What follows belongs to an exercise in optimizing a design on an open flow for small area; a production flow would make more cautious choices.
At most, simulation tests tie the RTL to the original design; equivalence was not proved.
Power and IR drop assume default switching activity.

==> run P <==
Design legv8_datapath_hs, start of the top module:
module legv8_datapath_hs (
   input  logic        clk,
   input  logic        rst,
   input  logic        cw_valid,
   output logic        cw_ready,
   input  logic [26:0] cw,
   input  logic [31:0] k,
   output logic        mem_req,
   output logic        mem_we,
   output logic [12:0] mem_addr,
   output logic [31:0] mem_wdata,
   input  logic [31:0] mem_rdata,
   input  logic        mem_ack,
   output logic [31:0] pc,
   output logic [4:0]  status,
   output logic        busy,
   output logic        err_timeout,
   input  logic [3:0]  dbg_sel,
   output logic [31:0] dbg_data
);
export LEC_CHECK = 0
export ABC_CLOCK_PERIOD_IN_PS = 8000
export CAP_MARGIN = 20
export CORE_MARGIN = 2
export CORE_UTILIZATION = 45
export SETUP_SLACK_MARGIN = 0.2
export SLEW_MARGIN = 20
export SYNTH_HIERARCHICAL = 1
export SYNTH_MINIMUM_KEEP_SIZE = 0
create_clock -name core_clock -period 16.0 [get_ports {clk}]
standard.sh (not shown) runs the stock make flow with config.mk's settings and CLKGATE_MAP_FILE= SYNTH_SCRIPT=/design/flow/synth_recipe.tcl, a recipe that flattens the netlist after the stock synthesis.
==> flow/flow/run.sh <==
#!/bin/bash
# Standard ORFS layout (the standard.sh, standard synthesis unchanged) with
# two area-oriented knobs that ORFS reads from the environment:
#  - port buffers are the smallest buffer (every port still gets one);
#  - CTS clusters up to 30 sinks per leaf buffer and adds no dummy balancing loads.
# ORFS writes each step's full log under orfs/logs/; make's own output goes to
# standard.log here.
set -euo pipefail
export BUFFER_PORTS_ARGS="-buffer_cell sky130_fd_sc_hd__buf_1"
export CTS_ARGS="-sink_clustering_enable -repair_clock_nets -dont_use_dummy_load -sink_clustering_size 30 -sink_clustering_max_diameter 100"
bash standard.sh > standard.log 2>&1
==> inputs of run D, as changes to run P <==
--- a/flow/design.v
+++ b/flow/design.v
@@ -81,24 +81,22 @@
          r[i] = a[i] ^ b[i] ^ c;
          c    = (a[i] & b[i]) | (c & (a[i] ^ b[i]));
       end
       r[32] = c;
       ripple = r;
    endfunction
-   logic [32:0] sum_lo, sum_ext;
-   logic [12:0] sum_hi;
+   logic [32:0] sum_ext;
    logic        c31;
-   assign sum_lo  = ripple({12'd0, a_in[19:0]}, {12'd0, b_in[19:0]}, fs[0]);
-   assign sum_hi  = {1'b0, a_in[31:20]} + {1'b0, b_in[31:20]} + 13'(sum_lo[20]);
-   assign sum_ext = {sum_hi, sum_lo[19:0]};
+   assign sum_ext = ripple(a_in, b_in, fs[0]);
    assign sum     = sum_ext[31:0];
    assign c31     = sum_ext[31] ^ a_in[31] ^ b_in[31];
    logic        shr;
-   logic [31:0] sh_out, sh_rev;
+   logic [31:0] sh_in, sh_out, sh_rev;
    assign shr = fs[2];
-   legv8_shifter u_shift (.a(a_in), .shr(shr), .n(b_mux[5:0]), .y(sh_out));
+   always_comb for (int i = 0; i < 32; i++) sh_in[i] = shr ? a_in[31-i] : a_in[i];
+   assign sh_out = b_mux[5] ? 32'd0 : (sh_in << b_mux[4:0]);
    always_comb for (int i = 0; i < 32; i++) sh_rev[i] = sh_out[31-i];
    logic [31:0] z_kill;
    logic        z_add;
    assign z_kill = (a_in ^ b_in) ^ {a_in[30:0] | b_in[30:0], fs[0]};
    assign z_add  = (z_kill == '0);
    logic [31:0] other_res;
@@ -199,21 +197,6 @@
    assign mem_wdata   = b_val;
    assign pc          = pc_reg;
    assign status      = {flags_reg, alu_z};
    assign busy        = st_exec || st_mem;
    assign err_timeout = err_reg;
 endmodule
-module legv8_shifter (
-   input  logic [31:0] a,
-   input  logic        shr,
-   input  logic [5:0]  n,
-   output logic [31:0] y
-);
-   logic [31:0] t0, t1, t2, t3, t4, t5;
-   always_comb for (int i = 0; i < 32; i++) t0[i] = shr ? a[31-i] : a[i];
-   assign t1 = n[0] ? {t0[30:0], 1'b0}  : t0;
-   assign t2 = n[1] ? {t1[29:0], 2'b0}  : t1;
-   assign t3 = n[2] ? {t2[27:0], 4'b0}  : t2;
-   assign t4 = n[3] ? {t3[23:0], 8'b0}  : t3;
-   assign t5 = n[4] ? {t4[15:0], 16'b0} : t4;
-   assign y  = n[5] ? 32'd0 : t5;
-endmodule
==> flow/run.sh (new file) <==
#!/bin/bash
# synth_recipe.tcl (not shown) runs the flow's synth.tcl, then flattens the netlist and writes it again
# the make line also repeats each setting of config.mk as NAME=value (left out here)
make -C /OpenROAD-flow-scripts/flow DESIGN_CONFIG=/design/flow/config.mk WORK_HOME=/design/flow/orfs CLKGATE_MAP_FILE= SYNTH_SCRIPT=/design/flow/synth_recipe.tcl finish
- SYNTH_HIERARCHICAL: 1 -> unset
- SYNTH_MINIMUM_KEEP_SIZE: 0 -> unset
removed: flow/flow/run.sh
removed: flow/standard.sh
==> summary of the runs <==
Run P went through all stages and came out clean. Run D passed the timing, DRC and antenna checks.
Area after synthesis: run D is larger than run P (about 4%).
Against run P, the sequential share of layout area of run D is lower by 5.8 points.
Non-clock buffer count: run P is lower than run D (156).
In run D the total power is larger than in run P, by 19%.
Clock-buffer cell count: run P is lower than run D (50).
==> figures <==
Post-cts repair resize count: run P 0; run D 19
Clock-pin slew on the worst setup and hold paths: run P 0.09 ns; run D 0.06 ns
Core ar.: run P 82,110 um2; run D 85,410 um2
Chip Width: run P 292.2 um; run D 297.9 um
Number of warnings issued by yosys: run P 9; run D 2
Worst R2R Start: run P cw_nrst[9]; run D cw_nrst[14]
WL/cell: run P 44.99 um; run D 43.25 um
Post-layout utilization of the core: run P 48.79%; run D 54.05%
Status: run P finished clean; run D finished clean
Cells on worst reg2reg path: run P 41; run D 49
Clock buf count: run P 34; run D 84
Clock skew after layout: run P 0.1141 ns; run D 0.03596 ns
Only the layout flow was run in run D; the RTL was not checked for function there.

* * *

==> inputs of trial 30 <==
==> flow/design.v <==
module legv8_datapath_hs (
   input  logic        clk,
   input  logic        rst,
   input  logic        cw_valid,
   output logic        cw_ready,
   input  logic [26:0] cw,
   input  logic [31:0] k,
   output logic        mem_req,
   output logic        mem_we,
   output logic [12:0] mem_addr,
   output logic [31:0] mem_wdata,
   input  logic [31:0] mem_rdata,
   input  logic        mem_ack,
   output logic [31:0] pc,
   output logic [4:0]  status,
   output logic        busy,
   output logic        err_timeout,
   input  logic [3:0]  dbg_sel,
   output logic [31:0] dbg_data
);
   logic        st_exec, st_mem;       
   logic [26:0] cw_reg;
   logic [5:0]  cw_rst;                
   logic [20:0] cw_nrst;               
   logic [31:0] k_reg;
   logic [31:0] pc_reg;
   logic [3:0]  flags_reg;
   logic        err_reg;
   logic [7:0]  wait_cnt;
   logic [31:0] rf [15];
   logic [14:0] rf_valid;
   logic [3:0] da, sa, sb;
   logic [4:0] fs;
   logic       bsel, asel, reg_write, mem_rd, mem_wr, status_load;
   logic [1:0] wb_sel, ps;
   assign cw_reg      = {cw_nrst[20:9], cw_rst, cw_nrst[8:0]};
   assign da          = cw_reg[26:23];
   assign sa          = cw_reg[22:19];
   assign sb          = cw_reg[18:15];
   assign fs          = cw_reg[14:10];
   assign bsel        = cw_reg[9];
   assign asel        = cw_reg[8];
   assign reg_write   = cw_reg[7];
   assign mem_rd      = cw_reg[6];
   assign mem_wr      = cw_reg[5];
   assign status_load = cw_reg[4];
   assign wb_sel      = cw_reg[3:2];
   assign ps          = cw_reg[1:0];
   logic [14:0] sel_a, sel_b, sel_d;
   always_comb begin
      for (int i = 0; i < 15; i++) begin
         sel_a[i] = rf_valid[i] && (sa == 4'(i));
         sel_b[i] = rf_valid[i] && (sb == 4'(i));
         sel_d[i] = rf_valid[i] && (dbg_sel == 4'(i));
      end
   end
   function automatic logic [31:0] rd_port(input logic [14:0] sel,
                                           input logic [15*32-1:0] flat);
      logic [31:0] v;
      v = '0;
      for (int i = 0; i < 15; i++) v = v | (flat[32*i +: 32] & {32{sel[i]}});
      rd_port = v;
   endfunction
   logic [15*32-1:0] rf_flat;
   always_comb for (int i = 0; i < 15; i++) rf_flat[32*i +: 32] = rf[i];
   logic [31:0] a_val, b_val;
   assign a_val    = rd_port(sel_a, rf_flat);
   assign b_val    = rd_port(sel_b, rf_flat);
   assign dbg_data = rd_port(sel_d, rf_flat);
   logic [31:0] a_in, b_mux, b_in, sum, alu_res, wb_data;
   logic        alu_c, alu_v, alu_z;
   assign a_in  = fs[1] ? ~a_val : a_val;
   assign b_mux = bsel ? k_reg : b_val;
   assign b_in  = fs[0] ? ~b_mux : b_mux;
   function automatic logic [32:0] ripple(input logic [31:0] a, input logic [31:0] b,
                                          input logic cin);
      logic [32:0] r;
      logic        c;
      c = cin;
      for (int i = 0; i < 32; i++) begin
         r[i] = a[i] ^ b[i] ^ c;
         c    = (a[i] & b[i]) | (c & (a[i] ^ b[i]));
      end
      r[32] = c;
      ripple = r;
   endfunction
   logic [32:0] sum_lo, sum_ext;
   logic [12:0] sum_hi;
   logic        c31;
   assign sum_lo  = ripple({12'd0, a_in[19:0]}, {12'd0, b_in[19:0]}, fs[0]);
   assign sum_hi  = {1'b0, a_in[31:20]} + {1'b0, b_in[31:20]} + 13'(sum_lo[20]);
   assign sum_ext = {sum_hi, sum_lo[19:0]};
   assign sum     = sum_ext[31:0];
   assign c31     = sum_ext[31] ^ a_in[31] ^ b_in[31];
   logic        shr;
   logic [31:0] sh_in, sh_out, sh_rev;
   assign shr = fs[2];
   always_comb for (int i = 0; i < 32; i++) sh_in[i] = shr ? a_in[31-i] : a_in[i];
   assign sh_out = b_mux[5] ? 32'd0 : (sh_in << b_mux[4:0]);
   always_comb for (int i = 0; i < 32; i++) sh_rev[i] = sh_out[31-i];
   logic [31:0] z_kill;
   logic        z_add;
   assign z_kill = (a_in ^ b_in) ^ {a_in[30:0] | b_in[30:0], fs[0]};
   assign z_add  = (z_kill == '0);
   logic [31:0] other_res;
   always_comb begin
      case (fs[4:2])
         3'd0: other_res = a_in & b_in;
         3'd1: other_res = a_in | b_in;
         3'd3: other_res = a_in ^ b_in;
         3'd4: other_res = sh_out;
         3'd5: other_res = sh_rev;
         3'd6: other_res = b_mux;
         default: other_res = '0;
      endcase
   end
   logic is_add;
   assign is_add  = (fs[4:2] == 3'd2);
   assign alu_res = is_add ? sum : other_res;
   assign alu_c   = is_add & sum_ext[32];
   assign alu_v   = is_add & (sum_ext[32] ^ c31);
   assign alu_z   = is_add ? z_add : (other_res == '0);
   logic [31:0] pc_plus4, pc_branch, pc_next;
   logic [32:0] br_ext;
   assign pc_plus4  = {pc_reg[31:2] + 30'd1, pc_reg[1:0]};
   assign br_ext    = ripple({pc_reg[31:2], 2'b00}, {k_reg[29:0], 2'b00}, 1'b0);
   assign pc_branch = {br_ext[31:2], pc_reg[1:0]};
   always_comb begin
      case (wb_sel)
         2'b00:   wb_data = alu_res;
         2'b01:   wb_data = mem_rdata;
         2'b10:   wb_data = b_val;
         default: wb_data = pc_plus4;
      endcase
   end
   logic mem_op, accept, commit, timeout_hit, idle;
   assign idle        = !st_exec && !st_mem;
   assign mem_op      = mem_rd | mem_wr;
   assign cw_ready    = idle || (st_exec && !mem_op);
   assign accept      = cw_valid && cw_ready;
   assign commit      = (st_exec && !mem_op) || (st_mem && mem_ack);
   assign timeout_hit = (wait_cnt == 8'd254);
   logic [14:0] we_row;
   always_comb
      for (int i = 0; i < 15; i++)
         we_row[i] = commit && reg_write && (da == 4'(i));
   always_ff @(posedge clk) begin
      for (int i = 0; i < 15; i++)
         if (we_row[i]) rf[i] <= wb_data;
   end
   always_ff @(posedge clk or posedge rst) begin
      if (rst) rf_valid <= '0;
      else     rf_valid <= rf_valid | we_row;
   end
   always_ff @(posedge clk or posedge rst) begin
      if (rst) begin
         cw_rst <= '0;
      end else if (accept) begin
         cw_rst <= cw[14:9];
      end
   end
   always_ff @(posedge clk) begin
      if (accept) begin
         cw_nrst <= {cw[26:15], cw[8:0]};
         k_reg         <= k;
      end
   end
   always_comb begin
      case (ps)
         2'b01:   pc_next = pc_plus4;
         2'b10:   pc_next = asel ? k_reg : a_val;
         2'b11:   pc_next = pc_branch;
         default: pc_next = pc_reg;
      endcase
   end
   always_ff @(posedge clk or posedge rst) begin
      if (rst) begin
         st_exec   <= 1'b0;
         st_mem    <= 1'b0;
         pc_reg    <= '0;
         flags_reg <= '0;
         err_reg   <= 1'b0;
      end else begin
         if (commit) begin
            if (status_load) flags_reg <= {alu_v, alu_c, alu_res[31], alu_z};
            pc_reg <= pc_next;
         end
         if (st_mem && !mem_ack && timeout_hit) err_reg <= 1'b1;
         st_exec <= accept;
         st_mem  <= (st_exec && mem_op) || (st_mem && !mem_ack && !timeout_hit);
      end
   end
   always_ff @(posedge clk) begin
      if (st_mem) wait_cnt <= wait_cnt + 8'd1;
      else        wait_cnt <= '0;
   end
   assign mem_req     = st_mem;
   assign mem_we      = mem_wr;
   assign mem_addr    = alu_res[12:0];
   assign mem_wdata   = b_val;
   assign pc          = pc_reg;
   assign status      = {flags_reg, alu_z};
   assign busy        = st_exec || st_mem;
   assign err_timeout = err_reg;
endmodule
==> flow/flow/run.sh <==
#!/bin/bash
# Standard ORFS layout (the standard.sh, standard synthesis unchanged) with
# two area-oriented knobs that ORFS reads from the environment:
#  - port buffers are the smallest buffer (every port still gets one);
#  - CTS adds no dummy balancing loads.
# ORFS writes each step's full log under orfs/logs/; make's own output goes to
# standard.log here.
set -euo pipefail
export BUFFER_PORTS_ARGS="-buffer_cell sky130_fd_sc_hd__buf_1"
export CTS_ARGS="-sink_clustering_enable -repair_clock_nets -dont_use_dummy_load"
bash standard.sh > standard.log 2>&1
==> flow/standard.sh <==
#!/bin/bash
# synth_recipe.tcl (not shown) runs the flow's synth.tcl, then flattens the netlist and writes it again
# the make line also repeats each setting of config.mk as NAME=value (left out here)
make -C /OpenROAD-flow-scripts/flow DESIGN_CONFIG=/design/flow/config.mk WORK_HOME=/design/flow/orfs CLKGATE_MAP_FILE= SYNTH_SCRIPT=/design/flow/synth_recipe.tcl "${@:-finish}"
==> flow/config.mk <==
export PLATFORM = sky130hd
export DESIGN_NAME = legv8_datapath_hs
export DESIGN_NICKNAME = legv8_datapath_hs
export VERILOG_FILES = /design/flow/design.v
export SDC_FILE = /design/flow/constraint.sdc
export NUM_CORES = 4
export LEC_CHECK = 0
export ABC_CLOCK_PERIOD_IN_PS = 8000
export CAP_MARGIN = 20
export CORE_MARGIN = 2
export CORE_UTILIZATION = 45
export SETUP_SLACK_MARGIN = 0.2
export SLEW_MARGIN = 20
==> flow/constraint.sdc <==
create_clock -name core_clock -period 16.0 [get_ports {clk}]
set_input_delay 3.2000 -clock core_clock [delete_from_list [all_inputs] [get_ports {clk}]]
set_output_delay 3.2000 -clock core_clock [all_outputs]
set_load 0.01 [all_outputs]
==> build 2 (differences from trial 30) <==
--- a/flow/design.v
+++ b/flow/design.v
@@ -86,8 +86,5 @@
    endfunction
-   logic [32:0] sum_lo, sum_ext;
-   logic [12:0] sum_hi;
+   logic [32:0] sum_ext;
    logic        c31;
-   assign sum_lo  = ripple({12'd0, a_in[19:0]}, {12'd0, b_in[19:0]}, fs[0]);
-   assign sum_hi  = {1'b0, a_in[31:20]} + {1'b0, b_in[31:20]} + 13'(sum_lo[20]);
-   assign sum_ext = {sum_hi, sum_lo[19:0]};
+   assign sum_ext = ripple(a_in, b_in, fs[0]);
    assign sum     = sum_ext[31:0];
==> flow/run.sh (new file) <==
#!/bin/bash
# synth_recipe.tcl (not shown) runs the flow's synth.tcl, then flattens the netlist and writes it again
# the make line also repeats each setting of config.mk as NAME=value (left out here)
make -C /OpenROAD-flow-scripts/flow DESIGN_CONFIG=/design/flow/config.mk WORK_HOME=/design/flow/orfs CLKGATE_MAP_FILE= SYNTH_SCRIPT=/design/flow/synth_recipe.tcl finish
- CTS_BUF_LIST: not set -> sky130_fd_sc_hd__clkbuf_4 sky130_fd_sc_hd__clkbuf_8
removed: flow/flow/run.sh
removed: flow/standard.sh
==> results_dict.tcl <==
set metrics [dict create \
    tightest_slew_ps 1290 \
    rows 108 \
    fin_nets 4150 \
    min_period_ps 15200 \
    nNonClkBuffers 389 \
    status "timing/DRC/antenna clean" \
]
[end of results for trial 30]
==> results_dict.tcl <==
set metrics [dict create \
    status "timing/DRC/antenna clean" \
    rows 107 \
    nNonClkBuffers 503 \
    fin_nets 4202 \
    min_period_ps 15310 \
]
[end of results for build 2]
No run of this note included a check of the RTL's function; only the layout flow was run.

-- re-timing with driven ports --
In the flow no input, the clock included, has a driving cell. The finished layouts below were timed again as built, in two steps. Step 1, drivers: a clkbuf_16 drives clk and a buf_2 each remaining input, both assumed. Step 2 adds t to the input delays and takes it off the output delays; t is the mean of the earliest and latest rising clock arrival at the registers after step 1. Input paths then give back, and output paths get back, about the clock's delay inside the block. Slacks: no drivers / after step 1 / after step 2; pairs: no drivers / after step 1.
run | shift t [ns] | slack for setup (ns) | worst slew at a driven data input, ns
run P | 0.649 | 1.413 / 1.413 / 1.413 | 0.13
run D | 0.728 | 0.594 / 0.594 / 0.594 | 0.08
trial 30 | 0.687 | 0.800 / 0.800 / 0.800 | 0.08
build 2 | 0.892 | 0.690 / 0.690 / 0.690 | 0.08
After both steps setup and hold are still met in every run listed.
